Source: an optimization exercise on an open RTL-to-GDS flow (aim: small area, a short achievable clock period and few clock cycles per item). Production flows keep margins and buffers that such runs may drop. The RTL was checked by simulation tests, not by an equivalence proof against the original design. No activity file was given, so power comes from the tool's default toggle rates.

==> 05-28: inputs <==
==> flow/design.v <==
`timescale 1ns / 1ps
`default_nettype none
package mstt_pkg;
	localparam int SLOTS         = 16;
	localparam int INTERVAL_BITS = 24;
	localparam int IDX_W  = (SLOTS > 1) ? $clog2(SLOTS) : 1;
	localparam int IVL_W  = (INTERVAL_BITS < 24) ? INTERVAL_BITS : 24;
	localparam int ID_W   = 16;
	localparam int IN_IVL_W = 24;
	localparam int CNT_W  = 16;
	localparam int CTR_W  = 25;
	localparam int MODE_W = 2;
	localparam int ST_W   = 3;
	localparam logic [MODE_W-1:0] MODE_TICK   = 2'd0;
	localparam logic [MODE_W-1:0] MODE_SET    = 2'd1;
	localparam logic [MODE_W-1:0] MODE_DELETE = 2'd2;
	localparam logic [MODE_W-1:0] MODE_QUERY  = 2'd3;
	localparam logic [ST_W-1:0] ST_ADDED    = 3'd0;
	localparam logic [ST_W-1:0] ST_UPDATED  = 3'd1;
	localparam logic [ST_W-1:0] ST_NOTFOUND = 3'd2;
	localparam logic [ST_W-1:0] ST_FULL     = 3'd3;
	localparam logic [ST_W-1:0] ST_FIRED    = 3'd4;
	localparam logic [ST_W-1:0] ST_OK       = 3'd5;
	typedef struct packed {
		logic load;
		logic step;
		logic finish;
	} mstt_cmd_t;
	typedef struct packed {
		logic idx_last;
	} mstt_stat_t;
endpackage
`default_nettype wire
`timescale 1ns / 1ps
`default_nettype none
module multi_slot_periodic_timer_table_core (
	input  wire logic                           clk,
	input  wire logic                           arst_n,
	input  wire logic                           start,
	output logic                                busy,
	input  wire logic [mstt_pkg::MODE_W-1:0]    mode,
	input  wire logic [mstt_pkg::ID_W-1:0]      req_id,
	input  wire logic [mstt_pkg::IN_IVL_W-1:0]  interval,
	input  wire logic [mstt_pkg::CNT_W-1:0]     repeat_count,
	input  wire logic                           resident,
	input  wire logic                           immediate,
	output logic                                strobe,
	output logic [mstt_pkg::ST_W-1:0]           status,
	output logic [mstt_pkg::ID_W-1:0]           result_id,
	output logic signed [mstt_pkg::CTR_W-1:0]   ticks_left,
	output logic [mstt_pkg::CNT_W-1:0]          count_left,
	output logic                                last
);
	localparam int N  = mstt_pkg::SLOTS;
	localparam int IW = mstt_pkg::ID_W;
	localparam int VW = mstt_pkg::IVL_W;
	localparam int CW = mstt_pkg::CNT_W;
	function automatic logic [VW-1:0] add_fast(input logic [VW-1:0] a, input logic [VW-1:0] b,
			input logic ci);
		logic [VW-1:0] p, g, pp, gg, gn, pn;
		p  = a ^ b;
		g  = a & b;
		gg = {g[VW-1:1], g[0] | (p[0] & ci)};
		pp = p;
		for (int d = 1; d < VW; d = d * 2) begin
			gn = gg;
			pn = pp;
			for (int i = d; i < VW; i++) begin
				gn[i] = gg[i] | (pp[i] & gg[i-d]);
				pn[i] = pp[i] & pp[i-d];
			end
			gg = gn;
			pp = pn;
		end
		add_fast = p ^ {gg[VW-2:0], ci};
	endfunction
	logic [N-1:0]   valid_q;
	logic [IW-1:0]  id_q  [N];
	logic [VW-1:0]  ivl_q [N];
	logic [VW-1:0]  dl_q  [N];
	logic [CW-1:0]  cnt_q [N];
	logic [N-1:0]   res_q;
	logic [N-1:0]   imm_q;
	logic [N-1:0]   le1_q;      
	logic [N-1:0]   due_q;      
	logic [VW-1:0]  t_q, nt_q;
	logic [N-1:0]   rl_q;
	logic           rl_fire_q;
	logic [VW-1:0]  fix_ivl_q;
	logic [CW-1:0]  fix_cnt_q;
	logic           fix_cz_q, fix_c1_q, fix_c2_q;    
	logic                           s1_v_q;
	logic                           s1_tick_q, s1_set_q, s1_del_q, s1_qry_q;
	logic [IW-1:0]                  s1_id_q;
	logic [VW-1:0]                  s1_ivl_q;
	logic [CW-1:0]                  s1_cnt_q;
	logic                           s1_res_q;
	logic                           s1_imm_q;
	logic [N-1:0]                   match_q;    
	logic                           found_q;
	logic                           rem_nz_q;
	logic [N-1:0]                   rem_q;
	logic                           busy_q;
	logic [N-1:0]  wr, valid_d, match_d;
	logic          s1_v_d, rem_nz_d;
	assign busy   = busy_q;
	assign s1_v_d = busy_q ? s1_v_q : start;
	always_ff @(posedge clk or negedge arst_n) begin
		if (!arst_n) begin
			s1_v_q <= 1'b0;
			busy_q <= 1'b0;
		end else begin
			s1_v_q <= s1_v_d;
			busy_q <= s1_v_d & rem_nz_d;
		end
	end
	always_comb begin
		for (int s = 0; s < N; s++)
			match_d[s] = valid_d[s] & (wr[s] ? (req_id == s1_id_q) : (req_id == id_q[s]));
	end
	always_ff @(posedge clk) begin
		if (!busy_q) begin
			s1_tick_q <= start & (mode == mstt_pkg::MODE_TICK);
			s1_set_q  <= start & (mode == mstt_pkg::MODE_SET);
			s1_del_q  <= start & (mode == mstt_pkg::MODE_DELETE);
			s1_qry_q  <= start & (mode == mstt_pkg::MODE_QUERY);
			s1_id_q   <= req_id;
			s1_ivl_q  <= interval[VW-1:0];
			s1_cnt_q  <= repeat_count;
			s1_res_q  <= resident;
			s1_imm_q  <= immediate;
			match_q <= match_d;
			found_q <= |match_d;
		end
	end
	logic go, is_tick, is_set, is_del, is_qry, tick_go;
	assign go      = s1_v_q & ~rem_nz_q;
	assign is_tick = s1_tick_q;
	assign is_set  = s1_set_q;
	assign is_del  = s1_del_q;
	assign is_qry  = s1_qry_q;
	assign tick_go = go & is_tick;
	logic [VW-1:0] dl_fix, nt_d;
	logic [CW-1:0] cnt_fix;
	logic          fix_z, fix_1, fix_due;
	assign dl_fix  = add_fast(t_q, fix_ivl_q, 1'b0);
	assign cnt_fix = (rl_fire_q && fix_cnt_q != '0) ? fix_cnt_q - CW'(1) : fix_cnt_q;
	assign fix_z   = rl_fire_q ? (fix_cz_q | fix_c1_q) : fix_cz_q;
	assign fix_1   = rl_fire_q ? fix_c2_q : fix_c1_q;
	assign fix_due = tick_go ? (fix_ivl_q == VW'(2)) : (fix_ivl_q == VW'(1));
	logic [VW-1:0] nt_inc;
	assign nt_inc  = nt_q + VW'(1);
	assign nt_d    = tick_go ? nt_inc : nt_q;
	logic [N-1:0] match, fire, free1;
	logic [N-1:0] cnt_z, cnt_1, cnt_2;
	logic [N-1:0] valid_lo;    
	logic         full;
	always_comb begin
		valid_lo[0] = 1'b1;
		for (int s = 1; s < N; s++)
			valid_lo[s] = valid_lo[s-1] & valid_q[s-1];
	end
	for (genvar s = 0; s < N; s++) begin : g_slot
		logic cz, c1, kill, hi0;
		assign match[s] = match_q[s];
		assign free1[s] = ~valid_q[s] & valid_lo[s];
		assign fire[s]  = valid_q[s] & (imm_q[s] | le1_q[s] | (~rl_q[s] & due_q[s]));
		assign wr[s]    = go & is_set & (found_q ? match[s] : free1[s]);
		assign hi0      = (cnt_q[s][CW-1:2] == '0);
		assign cnt_z[s] = hi0 & (cnt_q[s][1:0] == 2'd0);
		assign cnt_1[s] = hi0 & (cnt_q[s][1:0] == 2'd1);
		assign cnt_2[s] = hi0 & (cnt_q[s][1:0] == 2'd2);
		assign cz       = rl_q[s] ? fix_z : cnt_z[s];
		assign c1       = rl_q[s] ? fix_1 : cnt_1[s];
		assign kill     = ~res_q[s] & (cz | (fire[s] & c1));
		assign valid_d[s] = wr[s] | (valid_q[s] & ~(go & is_del & match[s]) & ~(tick_go & kill));
		always_ff @(posedge clk or negedge arst_n) begin
			if (!arst_n)
				valid_q[s] <= 1'b0;
			else
				valid_q[s] <= valid_d[s];
		end
		always_ff @(posedge clk) begin
			if (wr[s]) begin
				id_q[s]  <= s1_id_q;
				ivl_q[s] <= s1_ivl_q;
				res_q[s] <= s1_res_q;
				imm_q[s] <= s1_imm_q;
				le1_q[s] <= (s1_ivl_q[VW-1:1] == '0);
			end else if (tick_go) begin
				imm_q[s] <= 1'b0;
			end
			if (rl_q[s]) begin
				dl_q[s]  <= dl_fix;
				cnt_q[s] <= cnt_fix;
			end
			due_q[s] <= rl_q[s] ? fix_due : (dl_q[s] == nt_d);
		end
	end
	assign full  = &valid_q;
	logic [N-1:0]  fv, fv_first, fv_rest, fv_lo;
	logic          emit, hit_pend;
	logic [IW-1:0] fv_id;
	logic [VW-1:0] fv_ivl, q_dl;
	logic [CW-1:0] m_cnt;
	logic [N-1:0]  m_sel;
	logic          m_z, m_1, m_2;
	assign fv   = rem_nz_q ? rem_q : (tick_go ? fire : '0);
	assign emit = |fv;
	assign m_sel = fv_first | (match & {N{go & is_qry}});
	always_comb begin
		fv_lo[0] = 1'b0;
		for (int s = 1; s < N; s++)
			fv_lo[s] = fv_lo[s-1] | fv[s-1];
		fv_first = fv & ~fv_lo;
		fv_rest  = fv & fv_lo;
		fv_id  = '0;
		fv_ivl = '0;
		m_cnt  = '0;
		m_z    = 1'b0;
		m_1    = 1'b0;
		m_2    = 1'b0;
		q_dl   = '0;
		for (int s = 0; s < N; s++) begin
			fv_id  = fv_id  | (id_q[s]  & {IW{fv_first[s]}});
			fv_ivl = fv_ivl | (ivl_q[s] & {VW{fv_first[s]}});
			m_cnt  = m_cnt  | (cnt_q[s] & {CW{m_sel[s]}});
			m_z    = m_z | (cnt_z[s] & m_sel[s]);
			m_1    = m_1 | (cnt_1[s] & m_sel[s]);
			m_2    = m_2 | (cnt_2[s] & m_sel[s]);
			q_dl   = q_dl   | (dl_q[s]  & {VW{match[s]}});
		end
	end
	assign rem_nz_d = |fv_rest;
	assign hit_pend = |(match & rl_q);
	always_ff @(posedge clk or negedge arst_n) begin
		if (!arst_n) begin
			t_q       <= '0;
			nt_q      <= VW'(1);
			rl_q      <= '0;
			rl_fire_q <= 1'b0;
			rem_nz_q  <= 1'b0;
			strobe_q  <= 1'b0;
		end else begin
			if (tick_go) begin
				t_q  <= nt_q;
				nt_q <= nt_d;
			end
			rl_q      <= emit ? fv_first : wr;
			rl_fire_q <= emit;
			rem_nz_q  <= rem_nz_d;
			strobe_q  <= rem_nz_q | go;
		end
	end
	always_ff @(posedge clk) begin
		fix_ivl_q <= emit ? fv_ivl : s1_ivl_q;
		if (!emit) begin
			fix_cnt_q <= s1_cnt_q;
			fix_cz_q  <= (s1_cnt_q == '0);
			fix_c1_q  <= (s1_cnt_q == CW'(1));
			fix_c2_q  <= (s1_cnt_q == CW'(2));
		end else if (|(fv_first & rl_q)) begin
			fix_cnt_q <= cnt_fix;
			fix_cz_q  <= (cnt_fix == '0);
			fix_c1_q  <= (cnt_fix == CW'(1));
			fix_c2_q  <= (cnt_fix == CW'(2));
		end else begin
			fix_cnt_q <= m_cnt;
			fix_cz_q  <= m_z;
			fix_c1_q  <= m_1;
			fix_c2_q  <= m_2;
		end
		rem_q     <= fv_rest;
	end
	logic                          strobe_q;
	logic [mstt_pkg::ST_W-1:0]     status_q;
	logic [IW-1:0]                 result_id_q;
	logic [VW-1:0]                 ticks_q;
	logic [CW-1:0]                 count_q;
	logic                          last_q;
	logic                          tsub_q;     
	logic                          strobe_b_q;
	logic [mstt_pkg::ST_W-1:0]     status_b_q;
	logic [IW-1:0]                 result_id_b_q;
	logic [VW-1:0]                 ticks_b_q;
	logic [CW-1:0]                 count_b_q;
	logic                          last_b_q;
	always_ff @(posedge clk or negedge arst_n) begin
		if (!arst_n)
			strobe_b_q <= 1'b0;
		else
			strobe_b_q <= strobe_q;
	end
	always_ff @(posedge clk) begin
		status_b_q    <= status_q;
		result_id_b_q <= result_id_q;
		ticks_b_q     <= tsub_q ? add_fast(ticks_q, ~t_q, 1'b1) : ticks_q;
		count_b_q     <= count_q;
		last_b_q      <= last_q;
	end
	always_ff @(posedge clk) begin
		ticks_q     <= '0;
		tsub_q      <= 1'b0;
		count_q     <= '0;
		last_q      <= 1'b1;
		if (rem_nz_q | ~(is_set | is_del | is_qry)) begin
			if (emit) begin
				status_q    <= mstt_pkg::ST_FIRED;
				result_id_q <= fv_id;
				last_q      <= ~rem_nz_d;
			end else begin
				status_q    <= mstt_pkg::ST_OK;
				result_id_q <= '0;
			end
		end else begin
			result_id_q <= s1_id_q;
			if (is_set) begin
				status_q <= found_q ? mstt_pkg::ST_UPDATED :
				            full  ? mstt_pkg::ST_FULL : mstt_pkg::ST_ADDED;
			end else begin
				status_q <= found_q ? mstt_pkg::ST_OK : mstt_pkg::ST_NOTFOUND;
				if (is_qry & found_q) begin
					ticks_q <= hit_pend ? fix_ivl_q : q_dl;
					tsub_q  <= ~hit_pend;
					count_q <= hit_pend ? cnt_fix : m_cnt;
				end
			end
		end
	end
	assign strobe     = strobe_b_q;
	assign status     = status_b_q;
	assign result_id  = result_id_b_q;
	assign ticks_left = {1'b0, ticks_b_q};
	assign count_left = count_b_q;
	assign last       = last_b_q;
endmodule
`default_nettype wire
==> flow/run.sh <==
#!/bin/bash
# synth_recipe.tcl (not shown) runs the flow's synth.tcl, then flattens the netlist and writes it again
# the make line also repeats each setting of config.mk as NAME=value (left out here)
make -C /OpenROAD-flow-scripts/flow DESIGN_CONFIG=/design/flow/config.mk WORK_HOME=/design/flow/orfs CLKGATE_MAP_FILE= SYNTH_SCRIPT=/design/flow/synth_recipe.tcl finish
==> flow/config.mk <==
export PLATFORM = sky130hd
export DESIGN_NAME = multi_slot_periodic_timer_table_core
export DESIGN_NICKNAME = multi_slot_periodic_timer_table_core
export VERILOG_FILES = /design/flow/design.v
export SDC_FILE = /design/flow/constraint.sdc
export NUM_CORES = 4
export LEC_CHECK = 0
export CAP_MARGIN = 20
export CORE_MARGIN = 2
export CORE_UTILIZATION = 55
export CTS_CLUSTER_DIAMETER = 100
export CTS_CLUSTER_SIZE = 20
export SETUP_SLACK_MARGIN = 4.8
export SLEW_MARGIN = 20
==> flow/constraint.sdc <==
create_clock -name core_clock -period 8.0 [get_ports {clk}]
set_input_delay 1.6000 -clock core_clock [delete_from_list [all_inputs] [get_ports {clk}]]
set_output_delay 1.6000 -clock core_clock [all_outputs]
set_load 0.01 [all_outputs]
==> 08-13 (differences from 05-28) <==
--- a/flow/design.v
+++ b/flow/design.v
@@ -84,5 +84,5 @@
 	logic [N-1:0]   le1_q;      
 	logic [N-1:0]   due_q;      
-	logic [VW-1:0]  t_q, nt_q;
+	logic [VW-1:0]  t_q;
 	logic [N-1:0]   rl_q;
 	logic           rl_fire_q;
@@ -149,7 +149,8 @@
 	assign fix_1   = rl_fire_q ? fix_c2_q : fix_c1_q;
 	assign fix_due = tick_go ? (fix_ivl_q == VW'(2)) : (fix_ivl_q == VW'(1));
-	logic [VW-1:0] nt_inc;
-	assign nt_inc  = nt_q + VW'(1);
-	assign nt_d    = tick_go ? nt_inc : nt_q;
+	logic [VW-1:0] t_p1, t_p2;
+	assign t_p1    = t_q + VW'(1);
+	assign t_p2    = t_q + VW'(2);
+	assign nt_d    = tick_go ? t_p2 : t_p1;
 	logic [N-1:0] match, fire, free1;
 	logic [N-1:0] cnt_z, cnt_1, cnt_2;
@@ -223,5 +224,5 @@
 		q_dl   = '0;
 		for (int s = 0; s < N; s++) begin
-			fv_id  = fv_id  | (id_q[s]  & {IW{fv_first[s]}});
+			fv_id  = fv_id  | (id_q[s]  & {IW{rl_q[s]}});
 			fv_ivl = fv_ivl | (ivl_q[s] & {VW{fv_first[s]}});
 			m_cnt  = m_cnt  | (cnt_q[s] & {CW{m_sel[s]}});
@@ -237,5 +238,4 @@
 		if (!arst_n) begin
 			t_q       <= '0;
-			nt_q      <= VW'(1);
 			rl_q      <= '0;
 			rl_fire_q <= 1'b0;
@@ -244,6 +244,5 @@
 		end else begin
 			if (tick_go) begin
-				t_q  <= nt_q;
-				nt_q <= nt_d;
+				t_q  <= t_p1;
 			end
 			rl_q      <= emit ? fv_first : wr;
@@ -294,5 +293,5 @@
 	always_ff @(posedge clk) begin
 		status_b_q    <= status_q;
-		result_id_b_q <= result_id_q;
+		result_id_b_q <= rl_fire_q ? fv_id : result_id_q;
 		ticks_b_q     <= tsub_q ? add_fast(ticks_q, ~t_q, 1'b1) : ticks_q;
 		count_b_q     <= count_q;
@@ -307,5 +306,5 @@
 			if (emit) begin
 				status_q    <= mstt_pkg::ST_FIRED;
-				result_id_q <= fv_id;
+				result_id_q <= '0;
 				last_q      <= ~rem_nz_d;
 			end else begin
--- a/flow/config.mk
+++ b/flow/config.mk
@@ -9,6 +9,4 @@
 export CORE_MARGIN = 2
 export CORE_UTILIZATION = 55
-export CTS_CLUSTER_DIAMETER = 100
-export CTS_CLUSTER_SIZE = 20
 export SETUP_SLACK_MARGIN = 4.8
 export SLEW_MARGIN = 20
==> 09-06 (differences from 05-28) <==
--- a/flow/design.v
+++ b/flow/design.v
@@ -84,5 +84,5 @@
 	logic [N-1:0]   le1_q;      
 	logic [N-1:0]   due_q;      
-	logic [VW-1:0]  t_q, nt_q;
+	logic [VW-1:0]  t_q;
 	logic [N-1:0]   rl_q;
 	logic           rl_fire_q;
@@ -149,7 +149,8 @@
 	assign fix_1   = rl_fire_q ? fix_c2_q : fix_c1_q;
 	assign fix_due = tick_go ? (fix_ivl_q == VW'(2)) : (fix_ivl_q == VW'(1));
-	logic [VW-1:0] nt_inc;
-	assign nt_inc  = nt_q + VW'(1);
-	assign nt_d    = tick_go ? nt_inc : nt_q;
+	logic [VW-1:0] t_p1, t_p2;
+	assign t_p1    = t_q + VW'(1);
+	assign t_p2    = t_q + VW'(2);
+	assign nt_d    = tick_go ? t_p2 : t_p1;
 	logic [N-1:0] match, fire, free1;
 	logic [N-1:0] cnt_z, cnt_1, cnt_2;
@@ -223,5 +224,5 @@
 		q_dl   = '0;
 		for (int s = 0; s < N; s++) begin
-			fv_id  = fv_id  | (id_q[s]  & {IW{fv_first[s]}});
+			fv_id  = fv_id  | (id_q[s]  & {IW{rl_q[s]}});
 			fv_ivl = fv_ivl | (ivl_q[s] & {VW{fv_first[s]}});
 			m_cnt  = m_cnt  | (cnt_q[s] & {CW{m_sel[s]}});
@@ -237,5 +238,4 @@
 		if (!arst_n) begin
 			t_q       <= '0;
-			nt_q      <= VW'(1);
 			rl_q      <= '0;
 			rl_fire_q <= 1'b0;
@@ -244,6 +244,5 @@
 		end else begin
 			if (tick_go) begin
-				t_q  <= nt_q;
-				nt_q <= nt_d;
+				t_q  <= t_p1;
 			end
 			rl_q      <= emit ? fv_first : wr;
@@ -294,5 +293,5 @@
 	always_ff @(posedge clk) begin
 		status_b_q    <= status_q;
-		result_id_b_q <= result_id_q;
+		result_id_b_q <= rl_fire_q ? fv_id : result_id_q;
 		ticks_b_q     <= tsub_q ? add_fast(ticks_q, ~t_q, 1'b1) : ticks_q;
 		count_b_q     <= count_q;
@@ -307,5 +306,5 @@
 			if (emit) begin
 				status_q    <= mstt_pkg::ST_FIRED;
-				result_id_q <= fv_id;
+				result_id_q <= '0;
 				last_q      <= ~rem_nz_d;
 			end else begin
--- a/flow/config.mk
+++ b/flow/config.mk
@@ -13,2 +13,3 @@
 export SETUP_SLACK_MARGIN = 4.8
 export SLEW_MARGIN = 20
+export TNS_END_PERCENT = 10
==> run_results.csv <==
group,metric,value,unit
run_status,status,"no timing/DRC/antenna violations",
global_route,grt_pass1_wl,368.6,mm
critical_path,crit_family,"compound AO/OA/AOI/OAI gates",
finish,multi_input_area_share,30.02,%
placed_design,place_inst,6980,
cts,htree_levels,3,
finish,clockBufferCount,169,
pwr,p_int,14250,µW
pwr,pg_clk,5250,µW
pwr,comb-power,4170,µW
synthesis,synth-seq-area-share,67.01,%
Source of the figures above: 05-28

==> run_results.csv <==
group,metric,value,unit
global_route,grt_pass1_wl,350.8,mm
pwr,p_int,13990,µW
placed_design,place_inst,6965,
critical_path,r2r-start,"rem_nz_q$_DFF_PN0_",
min_path,hold_class,"register to register",
critical_path,crit_family,"simple AND/OR/NAND/NOR gates",
critical_path,critPathBufInv,4,
synthesis,synth-seq-area-share,66.34,%
finish,multi_input_area_share,29.79,%
finish,clockBufferCount,164,
critical_path,reg2reg_depth,13,
pwr,comb-power,3940,µW
run_status,status,"no timing/DRC/antenna violations",
Source of the figures above: 09-06

==> run_results.csv <==
group,metric,value,unit
run_status,status,"no timing/DRC/antenna violations",
synthesis,synth-seq-area-share,66.34,%
finish,multi_input_area_share,29.17,%
finish,clockBufferCount,226,
global_route,grt_pass1_wl,364.8,mm
finish,regArea,0.04781,mm²
critical_path,crit_family,"simple AND/OR/NAND/NOR gates",
placed_design,place_inst,6954,
Source of the figures above: 08-13

Testbench counts of 05-28, summed over its fixed seeds: cycles 6,423, items 3,200.
Testbench counts of 08-13, summed over its fixed seeds: cycles 6,423, items 3,200.
Testbench counts of 09-06, summed over its fixed seeds: cycles 6,423, items 3,200.

[re-timing with driven ports]
Ports are ideal in the flow. The routed layouts listed here were re-timed in OpenROAD. Step 1 assumes that a clkbuf_16 drives the clock port and a buf_2 every other input. Step 2 adds t to the input delays and takes it off the output delays; t is the mean of the earliest and latest rising clock arrival at the registers after step 1. Input paths then give back, and output paths get back, about the clock's delay inside the block. Three values: no drivers, after step 1, after step 2; two values: the first two.
run | t (ns) | setup WS [ns] | worst setup path after step 2 | slew at the worst register clock pin (ns) | worst slew at a driven data input, ns
05-28 | 0.841 | 4.376 / 4.376 / 3.931 | input to register | 0.10 / 0.10 | 0.04
08-13 | 0.891 | 4.324 / 4.324 / 3.962 | input to register | 0.07 / 0.07 | 0.08
09-06 | 0.832 | 4.345 / 4.345 / 4.004 | input to register | 0.10 / 0.10 | 0.04
After both steps every run listed still meets setup and hold. The setup slack of 05-28, which loses most, moves by 0.000 ns with the drivers and by -0.445 ns with both steps.
